What follows belongs to an exercise in optimizing a design on an open flow for small area, a short achievable clock period and few clock cycles per item; a production flow would make more cautious choices. Only simulation tests tie the RTL to the original design; equivalence was not proved.

[design/flow/constraint.sdc]
create_clock -name core_clock -period 22.0 [get_ports {clk}]
set_input_delay 4.4000 -clock core_clock [delete_from_list [all_inputs] [get_ports {clk}]]
set_output_delay 4.4000 -clock core_clock [all_outputs]
set_load 0.01 [all_outputs]
[design/flow/flow/run.sh]
#!/bin/bash
# Standard synthesis and layout, with these changes to how the layout is made:
# - port buffers use the plain buf_1 cell (every input and output port is
#   still buffered);
set -euo pipefail
export BUFFER_PORTS_ARGS="-buffer_cell sky130_fd_sc_hd__buf_1"
bash standard.sh SETUP_SLACK_MARGIN=13.5 MATCH_CELL_FOOTPRINT=0 \
  "BUFFER_PORTS_ARGS=-buffer_cell sky130_fd_sc_hd__buf_1" finish > standard_flow.log 2>&1
[design/flow/design.v]
`default_nettype none
module mod_vector_seq #(
  parameter int N  = 8,
  parameter int W  = 16,
  parameter int WW = 32,
  parameter int K  = 4
) (
  input  logic            clk,
  input  logic            rst,
  input  logic            in_valid,
  output logic            in_ready,
  input  logic [N*WW-1:0] in_vec,
  input  logic [W-1:0]    q_in,
  input  logic            signed_mode,
  output logic            out_valid,
  input  logic            out_ready,
  output logic [N*W-1:0]  out_vec,
  output logic            err
);
  localparam int G  = WW / K;            
  localparam int GL = (WW - W) / K;      
  localparam int GW = $clog2(G);
  logic [GW-1:0]  ld_cnt;                
  logic           act;                   
  logic           bb_v;                  
  logic           bb_last;               
  logic [K-1:0]   bb    [N];             
  logic [W-1:0]   q_r;                   
  logic [W-1:0]   nq1_r;                 
  logic           qz_r;                  
  logic           sm_r;                  
  logic           prim;                  
  logic [W-1:0]   r     [N];             
  logic [W-1:0]   rs    [N];             
  logic idle, stall, start, qlong, qzero;
  logic [GW-1:0] g0, ld_sel;
  assign stall  = out_valid & ~out_ready;
  assign idle   = ~act & ~bb_v;
  assign start  = idle & prim & ~stall;    
  assign qlong  = q_r[W-1];
  assign qzero  = (q_in == '0);
  assign g0     = qlong ? GW'(GL) : '0;
  assign ld_sel = idle ? g0 : ld_cnt;
  assign in_ready = act & (ld_cnt == GW'(G - 1));
  function automatic logic [W-1:0] step(input logic [W-1:0] rr,
                                        input logic         b,
                                        input logic [W-1:0] q);
    logic [W:0]   t;
    logic [W+1:0] s;
    t = {rr, b};
    s = {1'b0, t} + {2'b01, ~q} + 1'b1;
    step = s[W+1] ? s[W-1:0] : t[W-1:0];
  endfunction
  function automatic logic [W-1:0] step_n(input logic [W-1:0] rr,
                                          input logic         b,
                                          input logic [W-1:0] nq);
    logic [W:0]   t;
    logic [W+1:0] s;
    t = {rr, b};
    s = {1'b0, t} + {2'b01, nq} + 1'b1;
    step_n = s[W+1] ? s[W-1:0] : t[W-1:0];
  endfunction
  always_comb begin
    for (int i = 0; i < N; i++) begin
      logic [WW-1:0] x;
      logic          sneg, add;
      logic [W-1:0]  h, a;
      logic [W:0]    t;
      logic [W+1:0]  s;
      x    = in_vec[i*WW +: WW];
      sneg = sm_r & x[WW-1] & ~qz_r;       
      h    = qlong ? x[WW-1 -: W] : {W{sneg}};
      add  = idle & sneg;
      a    = r[i];
      a = step_n(a, bb[i][K-1] & ~qz_r, nq1_r);
      for (int j = K - 2; j >= 1; j--)
        a = step(a, bb[i][j] & ~qz_r, q_r);
      t    = idle ? {1'b0, h} : {a, bb[i][0] & ~qz_r};
      s    = {1'b0, t} + (add ? {2'b00, q_r} : {2'b01, ~q_r}) + {{(W+1){1'b0}}, ~add};
      rs[i] = (s[W+1] | add) ? s[W-1:0] : t[W-1:0];
    end
  end
  always_ff @(posedge clk) begin
    for (int i = 0; i < N; i++) begin
      bb[i] <= in_vec[i*WW + WW - 1 - int'(ld_sel) * K -: K];
      if (!stall)
        r[i] <= rs[i];
    end
    q_r  <= q_in;
    nq1_r <= ~q_in;
    qz_r <= qzero;
    sm_r <= signed_mode;
  end
  always_ff @(posedge clk or posedge rst) begin
    if (rst) begin
      act       <= 1'b0;
      bb_v      <= 1'b0;
      bb_last   <= 1'b0;
      prim      <= 1'b0;
      ld_cnt    <= '0;
      out_valid <= 1'b0;
      err       <= 1'b0;
    end else begin
      prim    <= in_valid;
      bb_v    <= start | act;
      bb_last <= act & (ld_cnt == GW'(G - 1));
      if (start) begin
        act    <= 1'b1;
        ld_cnt <= g0 + 1'b1;
      end else if (act) begin
        ld_cnt <= ld_cnt + 1'b1;
        if (ld_cnt == GW'(G - 1))
          act <= 1'b0;
      end
      if (out_valid && out_ready)
        out_valid <= 1'b0;
      if (bb_v && bb_last) begin
        out_valid <= 1'b1;
        err       <= qz_r;
      end
    end
  end
  always_comb
    for (int i = 0; i < N; i++)
      out_vec[i*W +: W] = r[i];
endmodule
`default_nettype wire
[design/flow/config.mk]
export PLATFORM = sky130hd
export DESIGN_NAME = mod_vector_seq
export DESIGN_NICKNAME = mod_vector_seq
export VERILOG_FILES = /design/flow/design.v
export SDC_FILE = /design/flow/constraint.sdc
export NUM_CORES = 4
export LEC_CHECK = 0
export ABC_AREA = 1
export CAP_MARGIN = 30
export CORE_MARGIN = 2
export CORE_UTILIZATION = 40
export SLEW_MARGIN = 30
export TNS_END_PERCENT = 5
[design/flow/standard.sh]
#!/bin/bash
# synth_recipe.tcl (not shown) runs the flow's synth.tcl, then flattens the netlist and writes it again
# the make line also repeats each setting of config.mk as NAME=value (left out here)
make -C /OpenROAD-flow-scripts/flow DESIGN_CONFIG=/design/flow/config.mk WORK_HOME=/design/flow/orfs CLKGATE_MAP_FILE= SYNTH_SCRIPT=/design/flow/synth_recipe.tcl "${@:-finish}"
==> results of run 1 <==
-- repair_timing --
item	CTS	global route
buffers inserted	20	57
cloned	2	9
hold endpoints to repair	0	0
setup endpoints to repair	128	128
pin swaps	10	28
gates resized for setup	81	171
-- layout make-up --
| type | count | area, um2 | area share, % |
|---|---|---|---|
| clock buffers | 46 | 916 | 1.84 |
| multi-input cells | 6115 | 35100 | 70.6 |
| repair inverters | 2 | 15.0 | 0.0302 |
| well taps | 1488 | 1860 | 3.75 |
| diodes | 4 | 10.0 | 0.0202 |
| inverters | 906 | 3470 | 6.98 |
| flip-flops and latches | 203 | 5440 | 11.0 |
| clock inverters | 12 | 150 | 0.302 |
| repair buffers | 553 | 2750 | 5.54 |
-- cells in the mapped netlist (all sizes together), types with 16 or more instances --
cell type | number | area share (%)
edfxtp | 128 | 8.7
nor3 | 41 | 0.46
nand4 | 85 | 1.2
o21a | 22 | 0.37
nor2 | 568 | 5.2
a21oi | 494 | 5.8
inv | 904 | 7.7
o21ai | 577 | 6.7
nand2 | 2324 | 20
o211ai | 17 | 0.29
fa | 32 | 1.4
nand3b | 36 | 0.61
xnor2 | 154 | 3.0
nand3 | 655 | 7.7
xor2 | 312 | 6.2
o21bai | 29 | 0.49
or2 | 55 | 0.78
a21o | 29 | 0.50
clkbuf | 80 | 0.68
ha | 515 | 15
buf | 127 | 1.7
dfxtp | 66 | 3.0
and2 | 16 | 0.23
o22ai | 47 | 0.66
a31oi | 34 | 0.49
-- sequential cells by signal (all words and copies together) (netlist names) --
| name | cells |
|---|---|
| r | 128 |
| bb | 32 |
| nq1_r | 16 |
| q_r | 16 |
| ld_cnt | 3 |
| act | 1 |
| bb_last | 1 |
| bb_v | 1 |
| err | 1 |
| out_valid | 1 |
| prim | 1 |
| qz_r | 1 |
| sm_r | 1 |
-- logic make-up after synthesis --
family	count (synthesis)	share of synthesized area (%)
XOR/XNOR	466	9.22
flip-flops	203	12.2
multiplexers	1	0.0226
AND/OR/NAND/NOR	3787	36.1
adder cells (fa/ha/maj)	547	16.0
buffers and inverters	1113	10.1
AO/OA/AOI/OAI	1306	16.3
-- metrics by stage --
step,instance area [um2],utilization (%),worst slack [ns],std cells
after global routing,49700,45.1,13.42,9325
after CTS,48600,44.1,13.34,9259
after detailed placement,47200,42.8,11.18,9179
after global placement,47200,42.8,11.12,9179
after floorplan,44300,-,14.44,7423
final,49700,45.1,13.72,9329
-- how the worst max path moves through the flow --
stage,endpoint,slack (ns)
after floorplan,r[0][12]$_DFFE_PN_,14.44
after global placement,r[7][12]$_DFFE_PN_,11.12
after detailed placement,r[7][12]$_DFFE_PN_,11.18
after CTS,r[4][0]$_DFFE_PN_,13.34
after global routing,r[1][0]$_DFFE_PN_,13.42
final,r[1][0]$_DFFE_PN_,13.72
-- per-layer routing --
metal | up-vias | part of all wire [%] | GRT usage, %
li1 | 25300 | - | -
met1 | 24300 | 42 | 48.8
met2 | 2589 | 42 | 55.8
met3 | 472 | 9.3 | 5.38
met4 | 2 | 6.2 | 18.5
met5 | - | 0.0060 | 0
-- worst max-delay path: cells and delay by family, from the launching register on --
family	cells	cell delay, ns
fa+ha+maj	4	1.31
xor+xnor	1	0.17
buf+inv	7	1.15
compound gates	13	2.28
simple gates	20	2.56
flops	1	0.50
==> results.json, run 1 <==
{
  "die_h_um": 337,
  "cts_buffers": 31,
  "slew_violations": 0,
  "hpwl_mm": 171,
  "die_x_um": 337,
  "setup_viol": 0,
  "synth_area_um2": 44300,
  "rsz0062_at_grt": "true",
  "grt_pass1_wl_mm": 304,
  "arrival_ns": 8.67,
  "drc_errors": 0,
  "yosysWarnings": 4,
  "async_flop_share_pct": 4.43,
  "holdPathStages": 2,
  "finalSetupTns_ns": 0,
  "max_stage_delay_ns": 0.50,
  "hold_end": "out_valid$_DFFE_PP0P_",
  "wl_per_cell_um": 23.1,
  "clk_pin_slew_ns": 0.07,
  "ios": 408,
  "fillers": 12000,
  "antenna_found_initial": 8,
  "dieArea_um2": 113000,
  "ant_nets": 0,
  "syn-num-nets": 8247,
  "fin_nets": 8636,
  "yosys.cell_types.count": 63,
  "cap_violations": 0,
  "syn2layout_area_growth_pct": 12.2,
  "hold_ws_ns": 0.507,
  "cts_tree": "done",
  "clk_latency_ns": 0.67,
  "drt-total-wl_mm": 216,
  "crit_slowest_cell": "dfxtp_4",
  "first_pass_iters": 6,
  "start_kind": "flop",
  "layout_commonest_cell": "nand2_1",
  "status": "complete, no violations",
  "post-route-period-util_pct": 37.6,
  "overflow": 0,
  "synth_seq_cells": 203,
  "gp_congestion": 1.03,
  "hold_buffers": 0,
  "avgViaCountPerCell": 5.65,
  "hp-start": "bb_last$_DFF_PP0_",
  "cp_common_cell": "nand2_1",
  "first_global_vias": 47400,
  "timing.rr.start": "nq1_r[11]$_DFF_P_",
  "drt_iter0_markers": 5416,
  "finalHoldViolCount": 0,
  "timing.rr.end": "r[1][0]$_DFFE_PN_",
  "vias": 52700,
  "syn_avg_cell_area_um2": 5.96,
  "slew_headroom_pct": 30.8,
  "path_max_fanout": 17,
  "cts_sinks": 203,
  "start_util_pct": 40.2,
  "grt_max_degree": 76,
  "reg2reg_depth": 45,
  "synth_enable_flop_cells": 128,
  "hold_class": "flop to flop",
  "startpoint": "nq1_r[11]$_DFF_P_",
  "cts_root_buf": "clkbuf_16",
  "fin_worst_skew_ns": 0.0553,
  "synthCells": 7423,
  "fmaxAchievable_mhz": 121,
  "drive_gt1_share_pct": 6.29,
  "yosysSeqAreaShare_pct": 12.2,
  "crit_type": "flop to flop",
  "dominantRegCellSynth": "edfxtp_1",
  "r2r_slack_ns": 13.72,
  "port_buffers": 407,
  "critical_path_required_ns": 22.39,
  "end_kind": "flop",
  "worst_pin_slew_ns": 1.03,
  "cts_buffer_depth": 3,
  "h-tree-depth": 1,
  "mostFrequentLayoutCells": "nand2_1 (2302), inv_1 (869), nand3_1 (627)",
  "fp-row-count": 122,
  "grt_usage_pct": 36.1,
  "fin_crit_ns": 8.28,
  "core_um2": 110000
}
Testbench counts, summed over its fixed seeds: cycles 10,256, items 2,048.
==> run 2: changes to the inputs <==
--- a/design/flow/config.mk
+++ b/design/flow/config.mk
@@ -10,4 +10,3 @@
 export CORE_MARGIN = 2
 export CORE_UTILIZATION = 40
 export SLEW_MARGIN = 30
-export TNS_END_PERCENT = 5
==> run 2 against run 1 <==
  * Still clean
  * Wire length increased by 0.13%
  * Register-to-register slack improved by 0.03 ns
  * Count of clock-buffer cells in the layout unchanged
  * Worst hold slack got worse by 0.0024 ns
  * Die area unchanged
  * Fmax increased by 0.40%
  * Clock skew increased by 0.0011 ns
  * Highest routed layer unchanged
==> results.json, run 2 <==
{
  "hold_class": "flop to flop",
  "hp-start": "bb_last$_DFF_PP0_",
  "crit_type": "flop to flop",
  "synth_top_area_cell": "nand2_1",
  "port_buffers": 407,
  "synth_enable_flop_cells": 128,
  "setup_slack_ns": 13.75,
  "yosys.area_share.simple_pct": 36.1,
  "path_buf_inv": 7,
  "die_x_um": 337,
  "yosys.cell_types.count": 63,
  "cts_root_buf": "clkbuf_16",
  "synth_compound_area_share_pct": 16.3,
  "vias": 52900,
  "top_regs": "r (128), bb (32)",
  "core_um2": 110000,
  "fmaxAchievable_mhz": 121,
  "cts_buffer_depth": 3,
  "final_core_util_pct": 45.1,
  "dieArea_um2": 113000,
  "synthCells": 7423,
  "start_util_pct": 40.2,
  "layout_commonest_cell": "nand2_1",
  "clk_pin_slew_ns": 0.06,
  "die_h_um": 337,
  "synth_xor_area_share_pct": 9.22,
  "setup_viol": 0,
  "hold_end": "out_valid$_DFFE_PP0P_",
  "cts_buffers": 31,
  "ant_nets": 0,
  "yosysWarnings": 4,
  "startpoint": "nq1_r[13]$_DFF_P_",
  "max_stage_delay_ns": 0.43,
  "slew_headroom_pct": 31.9,
  "yosysSeqAreaShare_pct": 12.2,
  "synth_area_um2": 44300,
  "hold_ws_ns": 0.505,
  "finalSetupTns_ns": 0,
  "r2r_slack_ns": 13.75,
  "cp_common_cell": "nand2_1",
  "drc_errors": 0,
  "crit_family": "simple AND/OR/NAND/NOR gates",
  "worst_pin_slew_ns": 1.01,
  "holdPathStages": 2,
  "grt_max_degree": 76,
  "synth_most_common_cell": "nand2_1",
  "grt_usage_pct": 36.2,
  "first_global_vias": 47400,
  "end_kind": "flop",
  "h-tree-depth": 1,
  "cts_tree": "done",
  "netlist.area_leader.share_pct": 19.6,
  "wl_per_cell_um": 23.1,
  "async_flop_share_pct": 4.43,
  "start_kind": "flop",
  "dominantRegCellSynth": "edfxtp_1",
  "dpl-instance-area_um2": 47200,
  "finalHoldViolCount": 0,
  "drt_iter0_markers": 5740,
  "fin_nets": 8646,
  "synth_seq_cells": 203,
  "path_max_fanout": 17,
  "drt-total-wl_mm": 216,
  "synthAdderAreaFrac_pct": 16.0,
  "dp_cells": 9179,
  "top_register": "r",
  "arrival_ns": 8.59,
  "slew_violations": 0,
  "rsz0062_at_grt": "false",
  "drive_gt1_share_pct": 6.54,
  "muxShareOfSynthArea_pct": 0.0226,
  "first_pass_iters": 6,
  "gp_congestion": 1.03,
  "reg2reg_depth": 42,
  "fin_crit_ns": 8.25,
  "hold_buffers": 0,
  "finalInstanceArea_um2": 49800,
  "timing.rr.end": "r[1][13]$_DFFE_PN_",
  "status": "complete, no violations",
  "largest_register_ffs": 128,
  "avgViaCountPerCell": 5.67,
  "syn-num-nets": 8247,
  "crit_cells": 42,
  "post-route-period-util_pct": 37.5,
  "antenna_found_initial": 8,
  "cap_violations": 0,
  "overflow": 0,
  "crit_slowest_cell": "ha_2",
  "yosys-top-cells-count": "nand2_1 (2310), inv_1 (874), nand3_1 (634)",
  "critical_path_required_ns": 22.34,
  "instances_no_fill": 9337,
  "fin_worst_skew_ns": 0.0564,
  "grt_pass1_wl_mm": 304,
  "ios": 408,
  "fp-row-count": 122,
  "pre_cts_ws_ns": 11.18,
  "syn2layout_area_growth_pct": 12.4,
  "timing.rr.start": "nq1_r[13]$_DFF_P_",
  "hpwl_mm": 171,
  "syn_avg_cell_area_um2": 5.96,
  "clk_latency_ns": 0.67,
  "synth_top_family_by_area": "simple AND/OR/NAND/NOR gates",
  "cts_sinks": 203,
  "ys_top_cells_by_area": "nand2_1 (20%), ha_1 (15%), edfxtp_1 (8.7%)",
  "mostFrequentLayoutCells": "nand2_1 (2301), inv_1 (869), nand3_1 (627)"
}
==> run 2: cell counts after synthesis <==
Identical to the previous run, type by type.
==> run 2: worst max path at each step <==
stage | endpoint | slack [ns]
floorplan | r[0][12]$_DFFE_PN_ | 14.44
global placement | r[7][12]$_DFFE_PN_ | 11.12
detailed placement | r[7][12]$_DFFE_PN_ | 11.18
CTS | r[7][12]$_DFFE_PN_ | 13.44
global route | r[1][13]$_DFFE_PN_ | 13.45
finish | r[1][13]$_DFFE_PN_ | 13.75
==> run 2: kinds of logic after synthesis <==
group / Yosys count
buffers and inverters: 1113
AND/OR/NAND/NOR: 3787
XOR/XNOR: 466
adder cells (fa/ha/maj): 547
multiplexers: 1
AO/OA/AOI/OAI: 1306
flip-flops: 203
==> run 2: worst min-delay path: cells and delay by family (launching register included) <==
kind,cells,cell delay (ns)
flops,1,0.33
simple gates,2,0.15
==> run 2: cell type report <==
class	instances	area, um2
timing repair inverter	2	15.0
fill	12000	60500
clock buffer	46	916
tap	1488	1860
inverter	906	3470
antenna	2	5.00
timing repair buffer	561	2790
clock inverter	12	150
multi-input combinational	6117	35100
sequential	203	5440
==> run 2: what timing repair did <==
item | 4_1_cts | 5_1_grt
setup endpoints to repair | 128 | 128
resized for setup | 96 | 168
cloned | 2 | 10
hold endpoints to repair | 0 | 0
setup buffers | 22 | 64
pin swaps | 11 | 33
==> run 2: metal layers <==
| layer | track usage, % | up-vias | wire length (um) |
|---|---|---|---|
| met5 | 0 | - | 13 |
| met4 | 18.0 | 2 | 12900 |
| met3 | 5.14 | 449 | 19900 |
| met2 | 56.0 | 2660 | 91400 |
| met1 | 49.0 | 24500 | 91900 |
| li1 | - | 25300 | - |

## re-timing with driven ports
Ports are ideal in the flow. The routed layouts listed here were re-timed in OpenROAD.
Step 1 assumes that a clkbuf_16 drives the clock port and a buf_2 every other input.
Step 2, shift: input delay + t, output delay - t, t = (earliest + latest rising clock arrival at the registers) / 2. This alone moves slack from input paths to output paths.
Three values: ideal, step 1, step 2; two values: the first two.
| run | t (ns) | setup WS [ns] | clock arrival spread, ns | worst data-port slew with drivers (ns) |
|---|---|---|---|---|
| run 1 | 0.715 | 13.718 / 13.718 / 13.548 | 0.058 / 0.058 | 0.16 |
| run 2 | 0.721 | 13.751 / 13.751 / 13.507 | 0.059 / 0.060 | 0.17 |
After both steps every run listed still meets setup and hold. For run 2, which loses most, drivers alone change the setup slack by 0.000 ns; drivers and shift together by -0.244 ns.
